This is an optimization exercise on Yosys and OpenROAD, whose aim is small area, not a production implementation.
Function was checked by simulation only, so behaviour that the tests miss may differ from the original.
Power is estimated from default activity; no workload was simulated.

Setup of violet:
## vid_top
module vid_top (
    input  logic                   clk,
    input  logic                   reset,
    input  logic                   reg_wr,
    input  logic [8-1:0] reg_addr,
    input  logic [32-1:0] reg_data,
    input  logic                   pix_wr,
    input  logic [32-1:0] pix_data,
    output logic                   pix_full,
    output logic                   hsync,
    output logic                   vsync,
    output logic                   blank,
    output logic [7:0]             r,
    output logic [7:0]             g,
    output logic [7:0]             b,
    output logic                   underrun
);
    vid_pkg::vid_cfg_t  cfg;
    vid_pkg::vid_tick_t tick;
    logic [23:0]        fifo_head;
    logic               fifo_empty;
    logic               fifo_pop;
    vid_regs u_regs (
        .clk      (clk),
        .reset    (reset),
        .reg_wr   (reg_wr),
        .reg_addr (reg_addr),
        .reg_data (reg_data),
        .cfg      (cfg)
    );
    vid_timing u_timing (
        .clk   (clk),
        .reset (reset),
        .cfg   (cfg),
        .tick  (tick)
    );
    pixel_fifo u_fifo (
        .clk       (clk),
        .reset     (reset),
  ...
export LEC_CHECK = 0
export CAP_MARGIN = 10
export CORE_MARGIN = 2
export CORE_UTILIZATION = 55
export CTS_CLUSTER_DIAMETER = 70
export CTS_CLUSTER_SIZE = 34
export SLEW_MARGIN = 10
export SYNTH_HIERARCHICAL = 1
create_clock -name core_clock -period 5.0 [get_ports {clk}]
standard.sh (not shown) runs the stock make flow with config.mk's settings and CLKGATE_MAP_FILE= SYNTH_SCRIPT=/design/flow/synth_recipe.tcl, a recipe that flattens the netlist after the stock synthesis.
==> flow/flow/run.sh <==
#!/bin/bash
# The standard layout (the standard.sh, unchanged synthesis, floorplan,
# power grid and routing) with two changes to how cells are added:
# - the port buffers are the platform's smallest buffer (buf_1) instead of
#   the resizer's default choice;
# - clock tree synthesis adds no dummy loads to balance the leaf nets.
# Each tool's full output is in the ORFS logs under orfs/logs; make's own
# output is in standard_flow.log.
set -euo pipefail
export BUFFER_PORTS_ARGS="-buffer_cell sky130_fd_sc_hd__buf_1"
export CTS_ARGS="-sink_clustering_enable -repair_clock_nets -dont_use_dummy_load -sink_clustering_size 34 -sink_clustering_max_diameter 70"
bash standard.sh finish > standard_flow.log 2>&1
violet was carried through to the last stage, and its layout satisfied the timing, DRC and antenna checks.
For willow, these inputs were changed with respect to violet:
- putting GPL_TIMING_DRIVEN at 0 where nothing was set
- swapping 10 for 20 in SLEW_MARGIN
- swapping 55 for 60 in CORE_UTILIZATION
- swapping 10 for 20 in CAP_MARGIN
## What came out
- Against violet, willow reports a cell count that is lower.
- ~same overall power in violet and willow
- Compared with violet, in willow detailed-route vias per instance higher, met3 track demand over resource lower.
- The latest clock arrival within the worst-skew pair of violet and that of willow are within noise of each other.
- willow reports a higher initial core utilization than violet does.

* * *

## job 4662
The RTL this note starts from:
==> flow/design.v <==
package vid_pkg;
    typedef struct packed {
        logic [5:0]            pclk_n;    
        logic                  enable;
        logic                  rgb565;    
        logic [13-1:0] h_size_n;
        logic [13-1:0] h_end_n;
        logic [13-1:0] hsync_start_n;
        logic [13-1:0] hsync_end_n;
        logic [13-1:0] v_size_n;
        logic [13-1:0] v_end_n;
        logic [13-1:0] vsync_start_n;
        logic [13-1:0] vsync_end_n;
    } vid_cfg_t;
    typedef struct packed {
        logic slot_start;    
        logic active;
        logic hsync;
        logic vsync;
    } vid_tick_t;
    function automatic logic ge13(input logic [13-1:0] a,
                                  input logic [13-1:0] b_n);
        ge13 = 1'b1;
        for (int i = 0; i < 13; i++) begin
            ge13 = (a[i] & b_n[i]) | (a[i] & ge13) | (b_n[i] & ge13);
        end
    endfunction
    function automatic logic [13-1:0] inc13(input logic [13-1:0] a);
        logic c;
        c = 1'b1;
        for (int i = 0; i < 13; i++) begin
            inc13[i] = a[i] ^ c;
            c        = c & a[i];
        end
    endfunction
endpackage
`timescale 1ns/1ps
module vid_regs (
    input  logic                   clk,
    input  logic                   reset,
    input  logic                   reg_wr,
    input  logic [8-1:0] reg_addr,
    input  logic [32-1:0] reg_data,
    output vid_pkg::vid_cfg_t      cfg
);
    logic       wr_ctrl;
    logic [3:0] wr_span;     
    logic [3:0] span_valid;  
    logic [3:0] span_en;
    logic [25:0] span_data;
    assign wr_ctrl    = reg_wr && (reg_addr == 8'h00);
    assign wr_span[0] = reg_wr && (reg_addr == 8'h28);
    assign wr_span[1] = reg_wr && (reg_addr == 8'h30);
    assign wr_span[2] = reg_wr && (reg_addr == 8'h38);
    assign wr_span[3] = reg_wr && (reg_addr == 8'h40);
    assign span_en    = wr_span | ({4{wr_ctrl}} & ~span_valid);
    assign span_data  = wr_ctrl ? '1 : ~reg_data[25:0];
    always_ff @(posedge clk or posedge reset) begin
        if (reset) begin
            cfg.enable <= 1'b0;
            span_valid <= '0;
        end else begin
            if (wr_ctrl) begin
                cfg.enable <= reg_data[3];
            end
            span_valid <= span_valid | wr_span | {4{wr_ctrl}};
        end
    end
    always_ff @(posedge clk) begin
        if (wr_ctrl) begin
            cfg.pclk_n <= ~reg_data[9:4];
            cfg.rgb565 <= (reg_data[1:0] == 2'd1);
        end
        if (span_en[0]) begin
            cfg.h_size_n <= span_data[25:13];
            cfg.h_end_n  <= span_data[12:0];
        end
        if (span_en[1]) begin
            cfg.hsync_start_n <= span_data[25:13];
            cfg.hsync_end_n <= span_data[12:0];
        end
        if (span_en[2]) begin
            cfg.v_size_n <= span_data[25:13];
            cfg.v_end_n  <= span_data[12:0];
        end
        if (span_en[3]) begin
            cfg.vsync_start_n <= span_data[25:13];
            cfg.vsync_end_n <= span_data[12:0];
        end
    end
endmodule
`timescale 1ns/1ps
module vid_timing (
    input  logic              clk,
    input  logic              reset,
    input  vid_pkg::vid_cfg_t cfg,
    output vid_pkg::vid_tick_t tick
);
    logic [5:0]            div_cnt;
    logic [6:0]            div_inc;
    logic                  slot_end;
    logic [13-1:0] hcnt;
    logic [13-1:0] vcnt;
    logic [6:0] div_c;
    logic [6:0] div_g;
    assign div_c[0] = 1'b1;
    assign div_g[0] = 1'b1;
    for (genvar i = 0; i < 6; i++) begin : g_div
        assign div_inc[i]   = div_cnt[i] ^ div_c[i];
        assign div_c[i+1]   = div_c[i] & div_cnt[i];
        assign div_g[i+1]   = (div_inc[i] & cfg.pclk_n[i]) | (div_inc[i] & div_g[i]) | (cfg.pclk_n[i] & div_g[i]);
    end
    assign div_inc[6] = div_c[6];
    assign slot_end = div_inc[6] | div_g[6];
    always_ff @(posedge clk) begin
        if (!cfg.enable) begin
            div_cnt <= '0;
            hcnt    <= '0;
            vcnt    <= '0;
        end else if (slot_end) begin
            div_cnt <= '0;
            if (vid_pkg::ge13(hcnt, cfg.h_end_n)) begin
                hcnt <= '0;
                if (vid_pkg::ge13(vcnt, cfg.v_end_n)) begin
                    vcnt <= '0;
                end else begin
                    vcnt <= vid_pkg::inc13(vcnt);
                end
            end else begin
                hcnt <= vid_pkg::inc13(hcnt);
            end
        end else begin
            div_cnt <= div_inc[5:0];
        end
    end
    always_comb begin
        tick = '0;
        if (cfg.enable) begin
            tick.slot_start = (div_cnt == 6'd0);
            tick.active     = !vid_pkg::ge13(hcnt, cfg.h_size_n) && !vid_pkg::ge13(vcnt, cfg.v_size_n);
            tick.hsync      = vid_pkg::ge13(hcnt, cfg.hsync_start_n) && !vid_pkg::ge13(hcnt, cfg.hsync_end_n);
            tick.vsync      = vid_pkg::ge13(vcnt, cfg.vsync_start_n) && !vid_pkg::ge13(vcnt, cfg.vsync_end_n);
        end
    end
endmodule
`timescale 1ns/1ps
module pixel_fifo (
    input  logic        clk,
    input  logic        reset,
    input  logic        push,
    input  logic [23:0] push_data,
    input  logic        pop,
    output logic [23:0] head,
    output logic        empty,
    output logic        full
);
    logic [23:0] mem [32];
    logic [5:0] last;
    logic                  push_ok;
    logic                  pop_ok;
    assign empty   = last[5];
    assign full    = (last == (5+1)'(32 - 1));
    assign push_ok = push && !full;
    assign pop_ok  = pop && !empty;
    logic [32-1:0] rd_sel;
    for (genvar i = 0; i < 32; i++) begin : g_sel
        assign rd_sel[i] = (last[5-1:0] == i);
    end
    for (genvar b = 0; b < 24; b++) begin : g_rd
        logic [32-1:0] col;
        for (genvar i = 0; i < 32; i++) begin : g_col
            assign col[i] = mem[i][b];
        end
        fifo_rd_bit u_bit (.d(col), .sel(rd_sel), .y(head[b]));
    end
    always_ff @(posedge clk) begin
        if (push_ok) begin
            mem[0] <= push_data;
            for (int i = 1; i < 32; i++) begin
                mem[i] <= mem[i-1];
            end
        end
    end
    always_ff @(posedge clk or posedge reset) begin
        if (reset) begin
            last <= '1;
        end else begin
            case ({push_ok, pop_ok})
                2'b10:   last <= last + 1'b1;
                2'b01:   last <= last - 1'b1;
                default: last <= last;
            endcase
        end
    end
endmodule
module fifo_rd_bit (
    input  logic [31:0] d,
    input  logic [31:0] sel,
    output logic        y
);
    logic [10:0] t;    
    for (genvar j = 0; j < 10; j++) begin : g_aoi
        fifo_aoi3 u_aoi (.a(d[3*j +: 3]), .s(sel[3*j +: 3]), .y(t[j]));
    end
    fifo_aoi3 u_aoi_last (.a(d[31:29]), .s(sel[31:29]), .y(t[10]));
    logic [2:0] o;
    fifo_nand4 u_n0 (.a(t[3:0]), .y(o[0]));
    fifo_nand4 u_n1 (.a(t[7:4]), .y(o[1]));
    fifo_nand3 u_n2 (.a(t[10:8]), .y(o[2]));
    fifo_or3   u_o  (.a(o), .y(y));
endmodule
module fifo_aoi3 (
    input  logic [2:0] a,
    input  logic [2:0] s,
    output logic       y
);
    assign y = ~|(a & s);
endmodule
module fifo_nand3 (
    input  logic [2:0] a,
    output logic       y
);
    assign y = ~&a;
endmodule
module fifo_or3 (
    input  logic [2:0] a,
    output logic       y
);
    assign y = |a;
endmodule
module fifo_nand4 (
    input  logic [3:0] a,
    output logic       y
);
    assign y = ~&a;
endmodule
`timescale 1ns/1ps
module pixel_out (
    input  logic               clk,
    input  logic               reset,
    input  vid_pkg::vid_tick_t tick,
    input  logic               rgb565,
    input  logic [23:0]        head,
    input  logic               empty,
    output logic               pop,
    output logic               hsync,
    output logic               vsync,
    output logic               blank,
    output logic [7:0]         r,
    output logic [7:0]         g,
    output logic [7:0]         b,
    output logic               underrun
);
    logic [23:0] hold_word;
    logic        hold_nz;
    logic        rgb565_q;
    logic        show;
    logic        starve;
    assign starve = tick.slot_start && tick.active && empty;
    assign pop    = tick.slot_start && tick.active && !empty;
    always_ff @(posedge clk) begin
        if (pop) begin
            hold_word <= head;
        end
        if (tick.slot_start) begin
            hold_nz <= pop;
        end
        rgb565_q <= rgb565;
    end
    always_ff @(posedge clk or posedge reset) begin
        if (reset) begin
            hsync    <= 1'b0;
            vsync    <= 1'b0;
            blank    <= 1'b1;
            underrun <= 1'b0;
        end else begin
            hsync    <= tick.hsync;
            vsync    <= tick.vsync;
            blank    <= !tick.active;
            underrun <= underrun || starve;
        end
    end
    assign show = !blank && hold_nz;
    always_comb begin
        if (!show) begin
            r = 8'd0;
            g = 8'd0;
            b = 8'd0;
        end else if (rgb565_q) begin
            r = {hold_word[15:11], 3'b000};
            g = {hold_word[10:5], 2'b00};
            b = {hold_word[4:0], 3'b000};
        end else begin
            r = hold_word[23:16];
            g = hold_word[15:8];
            b = hold_word[7:0];
        end
    end
endmodule
`timescale 1ns/1ps
module vid_top (
    input  logic                   clk,
    input  logic                   reset,
    input  logic                   reg_wr,
    input  logic [8-1:0] reg_addr,
    input  logic [32-1:0] reg_data,
    input  logic                   pix_wr,
    input  logic [32-1:0] pix_data,
    output logic                   pix_full,
    output logic                   hsync,
    output logic                   vsync,
    output logic                   blank,
    output logic [7:0]             r,
    output logic [7:0]             g,
    output logic [7:0]             b,
    output logic                   underrun
);
    vid_pkg::vid_cfg_t  cfg;
    vid_pkg::vid_tick_t tick;
    logic [23:0]        fifo_head;
    logic               fifo_empty;
    logic               fifo_pop;
    vid_regs u_regs (
        .clk      (clk),
        .reset    (reset),
        .reg_wr   (reg_wr),
        .reg_addr (reg_addr),
        .reg_data (reg_data),
        .cfg      (cfg)
    );
    vid_timing u_timing (
        .clk   (clk),
        .reset (reset),
        .cfg   (cfg),
        .tick  (tick)
    );
    pixel_fifo u_fifo (
        .clk       (clk),
        .reset     (reset),
        .push      (pix_wr),
        .push_data (pix_data[23:0]),
        .pop       (fifo_pop),
        .head      (fifo_head),
        .empty     (fifo_empty),
        .full      (pix_full)
    );
    pixel_out u_out (
        .clk      (clk),
        .reset    (reset),
        .tick     (tick),
        .rgb565   (cfg.rgb565),
        .head     (fifo_head),
        .empty    (fifo_empty),
        .pop      (fifo_pop),
        .hsync    (hsync),
        .vsync    (vsync),
        .blank    (blank),
        .r        (r),
        .g        (g),
        .b        (b),
        .underrun (underrun)
    );
endmodule
clock: 5.0 ns
lec_check: 0
cap_margin: 20
core_margin: 2
core_utilization: 70
cts_cluster_diameter: 50
cts_cluster_size: 25
slew_margin: 20
synth_hierarchical: 1
run.sh (not shown) runs the stock make flow with config.mk's settings and CLKGATE_MAP_FILE= SYNTH_SCRIPT=/design/flow/synth_recipe.tcl, a recipe that flattens the netlist after the stock synthesis.
Stock flow here: none of the scripts above is used.
For job 5444, these inputs were changed with respect to job 4662:
- changing CTS_CLUSTER_DIAMETER from 50 to 60
- changing CTS_CLUSTER_SIZE from 25 to 30
- changing CORE_UTILIZATION from 70 to 60
==> flow/flow/run.sh (new file) <==
#!/bin/bash
# The standard layout (the standard.sh, unchanged synthesis, floorplan,
# power grid and routing) with two changes to how cells are added:
# - the port buffers are the platform's smallest buffer (buf_1) instead of
#   the resizer's default choice;
# - clock tree synthesis adds no dummy loads to balance the leaf nets.
# Each tool's full output is in the ORFS logs under orfs/logs; make's own
# output is in standard_flow.log.
set -euo pipefail
export BUFFER_PORTS_ARGS="-buffer_cell sky130_fd_sc_hd__buf_1"
export CTS_ARGS="-sink_clustering_enable -repair_clock_nets -dont_use_dummy_load -sink_clustering_size 30 -sink_clustering_max_diameter 60"
bash standard.sh finish > standard_flow.log 2>&1
==> flow/standard.sh (new file) <==
#!/bin/bash
# synth_recipe.tcl (not shown) runs the flow's synth.tcl, then flattens the netlist and writes it again
# the make line also repeats each setting of config.mk as NAME=value (left out here)
make -C /OpenROAD-flow-scripts/flow DESIGN_CONFIG=/design/flow/config.mk WORK_HOME=/design/flow/orfs CLKGATE_MAP_FILE= SYNTH_SCRIPT=/design/flow/synth_recipe.tcl "${@:-finish}"
removed: flow/run.sh
==> comparison <==
- Cmp job 5444 vs job 4662: register-to-register slack lower in job 5444
- Job 5444 has via count of the first global-routing pass below what job 4662 had.
- Job 4662 has lower final cycle utilization of the critical path than job 5444.
- The setup slack of job 5444 is smaller than that of job 4662.
- Cmp job 5444 vs job 4662: filler cell count higher in job 5444
- A routing layer with the top usage in global route of met1 is what job 5444 shows, while met2 belongs to job 4662.
- Total leakage power ended up 6.4% lower on job 5444 than on job 4662.
- Compared with job 4662, job 5444 shows total non-filler cell area in the finished layout lower by about 4.3%.
- Utilization on job 5444 is down relative to job 4662.
- Count of clock-buffer cells in the layout (job 4662 / job 5444): 1.5
- Compared with job 4662, job 5444 shows a total routed wirelength that is 1.5% lower.

## static timing again, ports no longer ideal
Ports are ideal in the flow. The routed layouts listed here were re-timed in OpenROAD. Step 1, drivers: a clkbuf_16 drives clk and a buf_2 each remaining input, both assumed. Step 2 moves the port delays by t, midway between the first and last clock arrival at a register: inputs arrive t later, outputs are due t later. That takes back most of the time a late clock gives input paths. Three values: ideal ports, drivers, drivers and shift; two values: the first two.
run	shift t [ns]	slack for setup (ns)	slew at the worst register clock pin (ns)
violet	0.660	0.293 / 0.293 / 0.293	0.12 / 0.12
willow	0.657	0.240 / 0.240 / 0.240	0.12 / 0.12
job 4662	0.666	0.560 / 0.560 / 0.560	0.09 / 0.09
job 5444	0.676	0.477 / 0.477 / 0.477	0.11 / 0.11
After both steps every run listed still meets setup and hold.
